What follows belongs to an exercise in optimizing a design on an open flow for small area; a production flow would make more cautious choices.
Function was checked by simulation only, so behaviour that the tests miss may differ from the original.

==> run G: inputs <==
==> flow/design.v <==
module lane_array_serializer #(
   parameter  int LANES      = 16,
   parameter  int WIDTH      = 32,
   parameter  int BEAT_LANES = 4,
   localparam int BEATS      = LANES / BEAT_LANES,
   localparam int BIDX_W     = (BEATS > 1) ? $clog2(BEATS) : 1
) (
   input  logic                        clk,
   input  logic                        rst_n,
   input  logic                        in_valid,
   output logic                        in_ready,
   input  logic [LANES*WIDTH-1:0]      in_data,
   input  logic [LANES-1:0]            in_mask,
   output logic                        out_valid,
   input  logic                        out_ready,
   output logic [BEAT_LANES*WIDTH-1:0] out_data,
   output logic [BEAT_LANES-1:0]       out_mask,
   output logic [BIDX_W-1:0]           out_beat,
   output logic                        out_last,
   output logic                        busy
);
   generate
      if (LANES % BEAT_LANES != 0) begin : g_bad_cfg
         $fatal(1, "lane_array_serializer: LANES must be a multiple of BEAT_LANES");
      end
      if (BEATS != 4) begin : g_bad_beats
         $fatal(1, "lane_array_serializer: this implementation needs exactly four beats per vector");
      end
   endgenerate
   localparam int BW = BEAT_LANES*WIDTH;    
   logic                    busy_q;
   logic [BIDX_W-1:0]       beat_q;
   logic                    last, accept, keep, adv, okeep;
   assign last     = (beat_q == BIDX_W'(BEATS - 1));
   assign in_ready = !busy_q || (last && out_ready);
   assign accept   = in_valid && in_ready;
   assign keep     = busy_q && !(last && out_ready);
   assign adv      = busy_q && out_ready && !last;
   assign okeep    = busy_q && !out_ready;
   always_ff @(posedge clk or negedge rst_n) begin
      if (!rst_n) busy_q <= 1'b0;
      else        busy_q <= accept || keep;
   end
   always_ff @(posedge clk) begin
      if (accept)   beat_q <= '0;
      else if (adv) beat_q <= beat_q + 1'b1;
   end
   logic [BW-1:0]         h1;
   logic [2*BW-1:0]       h23_n;
   logic [LANES-1:BEAT_LANES] hmask_q;
   logic                  accept_n;
   assign accept_n = !accept;
   for (genvar b = 0; b < BW; b++) begin : g_h1
      lane_array_serializer_hold u_bit (.clk(clk), .load(accept), .keep(keep), .d(in_data[BW+b]), .q(h1[b]));
   end
   for (genvar b = 0; b < 2*BW; b++) begin : g_h23
      lane_array_serializer_hold_n u_bit (.clk(clk), .load_n(accept_n), .keep(keep), .d(in_data[2*BW+b]), .q_n(h23_n[b]));
   end
   for (genvar b = BEAT_LANES; b < LANES; b++) begin : g_hmask
      lane_array_serializer_hold u_bit (.clk(clk), .load(accept), .keep(keep), .d(in_mask[b]), .q(hmask_q[b]));
   end
   logic [BEAT_LANES-1:0] s_in, s_1, s_2_n, s_3_n;
   logic [BEAT_LANES-1:0] omask_q;
   for (genvar j = 0; j < BEAT_LANES; j++) begin : g_osel
      assign s_in[j]  = accept && in_mask[j];
      assign s_1[j]   = adv && (beat_q == BIDX_W'(0)) && hmask_q[BEAT_LANES+j];
      assign s_2_n[j] = !(adv && (beat_q == BIDX_W'(1)) && hmask_q[2*BEAT_LANES+j]);
      assign s_3_n[j] = !(adv && (beat_q == BIDX_W'(2)) && hmask_q[3*BEAT_LANES+j]);
      always_ff @(posedge clk) begin
         omask_q[j] <= (accept && in_mask[j])
                    || (adv && (beat_q == BIDX_W'(0)) && hmask_q[BEAT_LANES+j])
                    || (adv && (beat_q == BIDX_W'(1)) && hmask_q[2*BEAT_LANES+j])
                    || (adv && (beat_q == BIDX_W'(2)) && hmask_q[3*BEAT_LANES+j])
                    || (okeep && omask_q[j]);
      end
      for (genvar i = 0; i < WIDTH; i++) begin : g_obit
         localparam int B = j*WIDTH + i;
         lane_array_serializer_obit u_bit (
            .clk(clk), .s_in(s_in[j]), .d_in(in_data[B]), .s_1(s_1[j]), .d_1(h1[B]), .s_keep(okeep),
            .s_2_n(s_2_n[j]), .d_2_n(h23_n[B]), .s_3_n(s_3_n[j]), .d_3_n(h23_n[BW+B]), .q(out_data[B]));
      end
   end
   assign out_valid = busy_q;
   assign busy      = busy_q;
   assign out_mask  = omask_q;
   assign out_beat  = beat_q;
   assign out_last  = last;
endmodule
module lane_array_serializer_hold (
   input  logic clk,
   input  logic load,
   input  logic keep,
   input  logic d,
   output logic q
);
   always_ff @(posedge clk) q <= (load & d) | (keep & q);
endmodule
module lane_array_serializer_hold_n (
   input  logic clk,
   input  logic load_n,
   input  logic keep,
   input  logic d,
   output logic q_n
);
   logic kq_n;    
   lane_array_serializer_nand2 u_kq (.a(keep), .b(q_n), .y(kq_n));
   always_ff @(posedge clk) q_n <= !((load_n | d) & kq_n);
endmodule
module lane_array_serializer_nand2 (
   input  logic a,
   input  logic b,
   output logic y
);
   assign y = !(a & b);
endmodule
module lane_array_serializer_obit (
   input  logic clk,
   input  logic s_in,
   input  logic d_in,
   input  logic s_1,
   input  logic d_1,
   input  logic s_keep,
   input  logic s_2_n,
   input  logic d_2_n,
   input  logic s_3_n,
   input  logic d_3_n,
   output logic q
);
   logic y_n;    
   lane_array_serializer_aoi222 u_aoi (.a1(s_in), .a2(d_in), .b1(s_1), .b2(d_1), .c1(s_keep), .c2(q), .y(y_n));
   logic d;
   lane_array_serializer_oai221 u_oai (.a1(s_2_n), .a2(d_2_n), .b1(s_3_n), .b2(d_3_n), .c1(y_n), .y(d));
   always_ff @(posedge clk) q <= d;
endmodule
module lane_array_serializer_oai221 (
   input  logic a1, a2, b1, b2, c1,
   output logic y
);
   assign y = !((a1 | a2) & (b1 | b2) & c1);
endmodule
module lane_array_serializer_aoi222 (
   input  logic a1, a2, b1, b2, c1, c2,
   output logic y
);
   assign y = !((a1 & a2) | (b1 & b2) | (c1 & c2));
endmodule
==> flow/flow/run.sh <==
#!/bin/bash
# Standard layout, with: combinational cells from synthesis set to their smallest drive strength before
# floorplanning; port buffers made from the smallest buffer cell; a leaner clock tree; pins allowed on every
# routing track so that a denser core still has room for them.
set -o pipefail
export PRE_FLOORPLAN_TCL="$PWD/flow/downsize.tcl"
export BUFFER_PORTS_ARGS="-buffer_cell sky130_fd_sc_hd__buf_1"
export CTS_ARGS="-sink_clustering_enable -repair_clock_nets -dont_use_dummy_load -buf_list {sky130_fd_sc_hd__clkbuf_8} -sink_clustering_size 18 -sink_clustering_max_diameter 60"
export PLACE_PINS_ARGS="-min_distance 1 -min_distance_in_tracks"
bash standard.sh > standard.log 2>&1
==> flow/flow/downsize.tcl <==
# Before floorplanning: set every combinational cell from synthesis to the smallest drive strength of its
# kind (same function and pins); the later repair steps upsize where timing or slew needs it.
proc ds_is_comb { master } {
  foreach mt [$master getMTerms] {
    if {[$mt getName] in {CLK CLK_N GATE GATE_N}} { return 0 }
  }
  return 1
}
set ds_dont_use [expr {[info exists ::env(DONT_USE_CELLS)] ? $::env(DONT_USE_CELLS) : ""}]
set n 0
foreach inst [[ord::get_db_block] getInsts] {
  set master [$inst getMaster]
  set name [$master getName]
  if {![regexp {^(sky130_fd_sc_hd__[a-z0-9]+)_([0-9]+)$} $name -> base drive]} { continue }
  if {![ds_is_comb $master]} { continue }
  if {[string match "*clk*" $base] || [string match "*conb*" $base]} { continue }
  set best $name
  set best_w [$master getWidth]
  foreach d {0 1 2} {
    set cand ${base}_$d
    if {$cand eq $name || $cand in $ds_dont_use} { continue }
    set cm [[ord::get_db] findMaster $cand]
    if {$cm eq "NULL"} { continue }
    if {[get_lib_cells -quiet */$cand] eq ""} { continue }
    if {[$cm getWidth] < $best_w} { set best $cand; set best_m $cm; set best_w [$cm getWidth] }
  }
  if {$best ne $name} {
    $inst swapMaster $best_m
    incr n
  }
}
puts "downsize.tcl: $n cells set to a smaller drive strength"
==> flow/standard.sh <==
#!/bin/bash
# synth_recipe.tcl (not shown) runs the flow's synth.tcl, then flattens the netlist and writes it again
# the make line also repeats each setting of config.mk as NAME=value (left out here)
make -C /OpenROAD-flow-scripts/flow DESIGN_CONFIG=/design/flow/config.mk WORK_HOME=/design/flow/orfs CLKGATE_MAP_FILE= SYNTH_SCRIPT=/design/flow/synth_recipe.tcl "${@:-finish}"
==> flow/config.mk <==
export PLATFORM = sky130hd
export DESIGN_NAME = lane_array_serializer
export DESIGN_NICKNAME = lane_array_serializer
export VERILOG_FILES = /design/flow/design.v
export SDC_FILE = /design/flow/constraint.sdc
export NUM_CORES = 4
export LEC_CHECK = 0
export CAP_MARGIN = 20
export CORE_MARGIN = 2
export CORE_UTILIZATION = 55
export GPL_TIMING_DRIVEN = 0
export SLEW_MARGIN = 20
export SYNTH_HIERARCHICAL = 1
export SYNTH_MINIMUM_KEEP_SIZE = 0
==> flow/constraint.sdc <==
create_clock -name core_clock -period 4.0 [get_ports {clk}]
set_input_delay 0.8000 -clock core_clock [delete_from_list [all_inputs] [get_ports {clk}]]
set_output_delay 0.8000 -clock core_clock [all_outputs]
set_load 0.01 [all_outputs]
==> inputs of run Z, as changes to run G <==
--- a/flow/flow/run.sh
+++ b/flow/flow/run.sh
@@ -6,5 +6,5 @@
 export PRE_FLOORPLAN_TCL="$PWD/flow/downsize.tcl"
 export BUFFER_PORTS_ARGS="-buffer_cell sky130_fd_sc_hd__buf_1"
-export CTS_ARGS="-sink_clustering_enable -repair_clock_nets -dont_use_dummy_load -buf_list {sky130_fd_sc_hd__clkbuf_8} -sink_clustering_size 18 -sink_clustering_max_diameter 60"
+export CTS_ARGS="-sink_clustering_enable -repair_clock_nets -dont_use_dummy_load -buf_list {sky130_fd_sc_hd__clkbuf_16} -sink_clustering_size 30 -sink_clustering_max_diameter 60"
 export PLACE_PINS_ARGS="-min_distance 1 -min_distance_in_tracks"
 bash standard.sh > standard.log 2>&1
--- a/flow/config.mk
+++ b/flow/config.mk
@@ -8,6 +8,5 @@
 export CAP_MARGIN = 20
 export CORE_MARGIN = 2
-export CORE_UTILIZATION = 55
-export GPL_TIMING_DRIVEN = 0
+export CORE_UTILIZATION = 65
 export SLEW_MARGIN = 20
 export SYNTH_HIERARCHICAL = 1
==> inputs of run X, as changes to run G <==
--- a/flow/design.v
+++ b/flow/design.v
@@ -32,5 +32,7 @@
    logic [BIDX_W-1:0]       beat_q;
    logic                    last, accept, keep, adv, okeep;
-   assign last     = (beat_q == BIDX_W'(BEATS - 1));
+   logic [BEATS-1:0] beat_is;
+   lane_array_serializer_dec2 u_dec (.b(beat_q), .y(beat_is));
+   assign last     = beat_is[BEATS-1];
    assign in_ready = !busy_q || (last && out_ready);
    assign accept   = in_valid && in_ready;
@@ -42,7 +44,9 @@
       else        busy_q <= accept || keep;
    end
+   logic [BIDX_W-1:0] beat_inc;
+   assign beat_inc = {beat_q[1] ^ beat_q[0], !beat_q[0]};
    always_ff @(posedge clk) begin
       if (accept)   beat_q <= '0;
-      else if (adv) beat_q <= beat_q + 1'b1;
+      else if (adv) beat_q <= beat_inc;
    end
    logic [BW-1:0]         h1;
@@ -64,12 +68,12 @@
    for (genvar j = 0; j < BEAT_LANES; j++) begin : g_osel
       assign s_in[j]  = accept && in_mask[j];
-      assign s_1[j]   = adv && (beat_q == BIDX_W'(0)) && hmask_q[BEAT_LANES+j];
-      assign s_2_n[j] = !(adv && (beat_q == BIDX_W'(1)) && hmask_q[2*BEAT_LANES+j]);
-      assign s_3_n[j] = !(adv && (beat_q == BIDX_W'(2)) && hmask_q[3*BEAT_LANES+j]);
+      assign s_1[j]   = adv && beat_is[0] && hmask_q[BEAT_LANES+j];
+      assign s_2_n[j] = !(adv && beat_is[1] && hmask_q[2*BEAT_LANES+j]);
+      assign s_3_n[j] = !(adv && beat_is[2] && hmask_q[3*BEAT_LANES+j]);
       always_ff @(posedge clk) begin
          omask_q[j] <= (accept && in_mask[j])
-                    || (adv && (beat_q == BIDX_W'(0)) && hmask_q[BEAT_LANES+j])
-                    || (adv && (beat_q == BIDX_W'(1)) && hmask_q[2*BEAT_LANES+j])
-                    || (adv && (beat_q == BIDX_W'(2)) && hmask_q[3*BEAT_LANES+j])
+                    || (adv && beat_is[0] && hmask_q[BEAT_LANES+j])
+                    || (adv && beat_is[1] && hmask_q[2*BEAT_LANES+j])
+                    || (adv && beat_is[2] && hmask_q[3*BEAT_LANES+j])
                     || (okeep && omask_q[j]);
       end
@@ -145,2 +149,8 @@
    assign y = !((a1 & a2) | (b1 & b2) | (c1 & c2));
 endmodule
+module lane_array_serializer_dec2 (
+   input  logic [1:0] b,
+   output logic [3:0] y
+);
+   assign y = 4'b0001 << b;
+endmodule
--- a/flow/config.mk
+++ b/flow/config.mk
@@ -8,6 +8,5 @@
 export CAP_MARGIN = 20
 export CORE_MARGIN = 2
-export CORE_UTILIZATION = 55
-export GPL_TIMING_DRIVEN = 0
+export CORE_UTILIZATION = 48
 export SLEW_MARGIN = 20
 export SYNTH_HIERARCHICAL = 1
==> results_dict.tcl <==
set metrics [dict create \
    synth_nets 2040 \
    ir_drop_mv 0.473 \
    multi_input_area_share 0.297 \
    insertion_delay_ns 0.59 \
    status "finished clean" \
    stdcell_area_um2 21100 \
    layout_setup_ws_ns 1.20 \
    holdWs_ns 0.371 \
    row_count 64 \
    mostFrequentLayoutCells "buf_1, dfxtp_1, nand2_1" \
    vias 16300 \
    tap_cells 396 \
    swShare 0.342 \
    cts-root-buf "clkbuf_8" \
    die_h_um 179 \
    met2RoutedLength_um 25200 \
]
Source of the figures above: run G

==> results_dict.tcl <==
set metrics [dict create \
    ir_drop_mv 0.452 \
    mostFrequentLayoutCells "buf_1, dfxtp_1, nand2_1" \
    swShare 0.346 \
    die_h_um 192 \
    multi_input_area_share 0.298 \
    status "finished clean" \
    holdWs_ns 0.370 \
    layout_setup_ws_ns 1.37 \
    vias 16000 \
    insertion_delay_ns 0.57 \
]
Source of the figures above: run X

==> results_dict.tcl <==
set metrics [dict create \
    status "finished clean" \
    ir_drop_mv 0.581 \
    cts-root-buf "clkbuf_16" \
    final-clk-cell-share 0.0404 \
    mostFrequentLayoutCells "buf_1, dfxtp_1, nand2_1" \
    holdWs_ns 0.0506 \
    die_h_um 165 \
    swShare 0.339 \
    multi_input_area_share 0.296 \
    layout_setup_ws_ns 1.27 \
    met2RoutedLength_um 26600 \
    tap_cells 335 \
    row_count 59 \
    insertion_delay_ns 0.55 \
]
Source of the figures above: run Z

separate check: timing with driven ports:
No port has a modelled driver above. Below, the same layouts with a new extraction and two added sets of constraints.
Step 1, drivers: a clkbuf_16 drives clk and a buf_2 each remaining input, both assumed.
Step 2 adds t to the input delays and takes it off the output delays; t is the mean of the earliest and latest rising clock arrival at the registers after step 1. Input paths then give back, and output paths get back, about the clock's delay inside the block.
Slacks: ideal ports / drivers / drivers and shift; pairs: ideal ports / drivers.
run | t, ns | setup WS [ns] | latest minus earliest clock arrival (ns) | slew at the worst register clock pin (ns) | worst slew at a driven data input, ns
run G | 0.615 | 1.202 / 1.202 / 0.853 | 0.043 / 0.043 | 0.11 / 0.11 | 0.14
run Z | 0.575 | 1.265 / 1.181 / 0.795 | 0.048 / 0.048 | 0.11 / 0.11 | 0.17
run X | 0.605 | 1.365 / 1.274 / 1.019 | 0.046 / 0.047 | 0.11 / 0.11 | 0.12
After both steps every run listed still meets setup and hold. For run Z, which loses most, drivers alone change the setup slack by -0.084 ns; drivers and shift together by -0.470 ns.
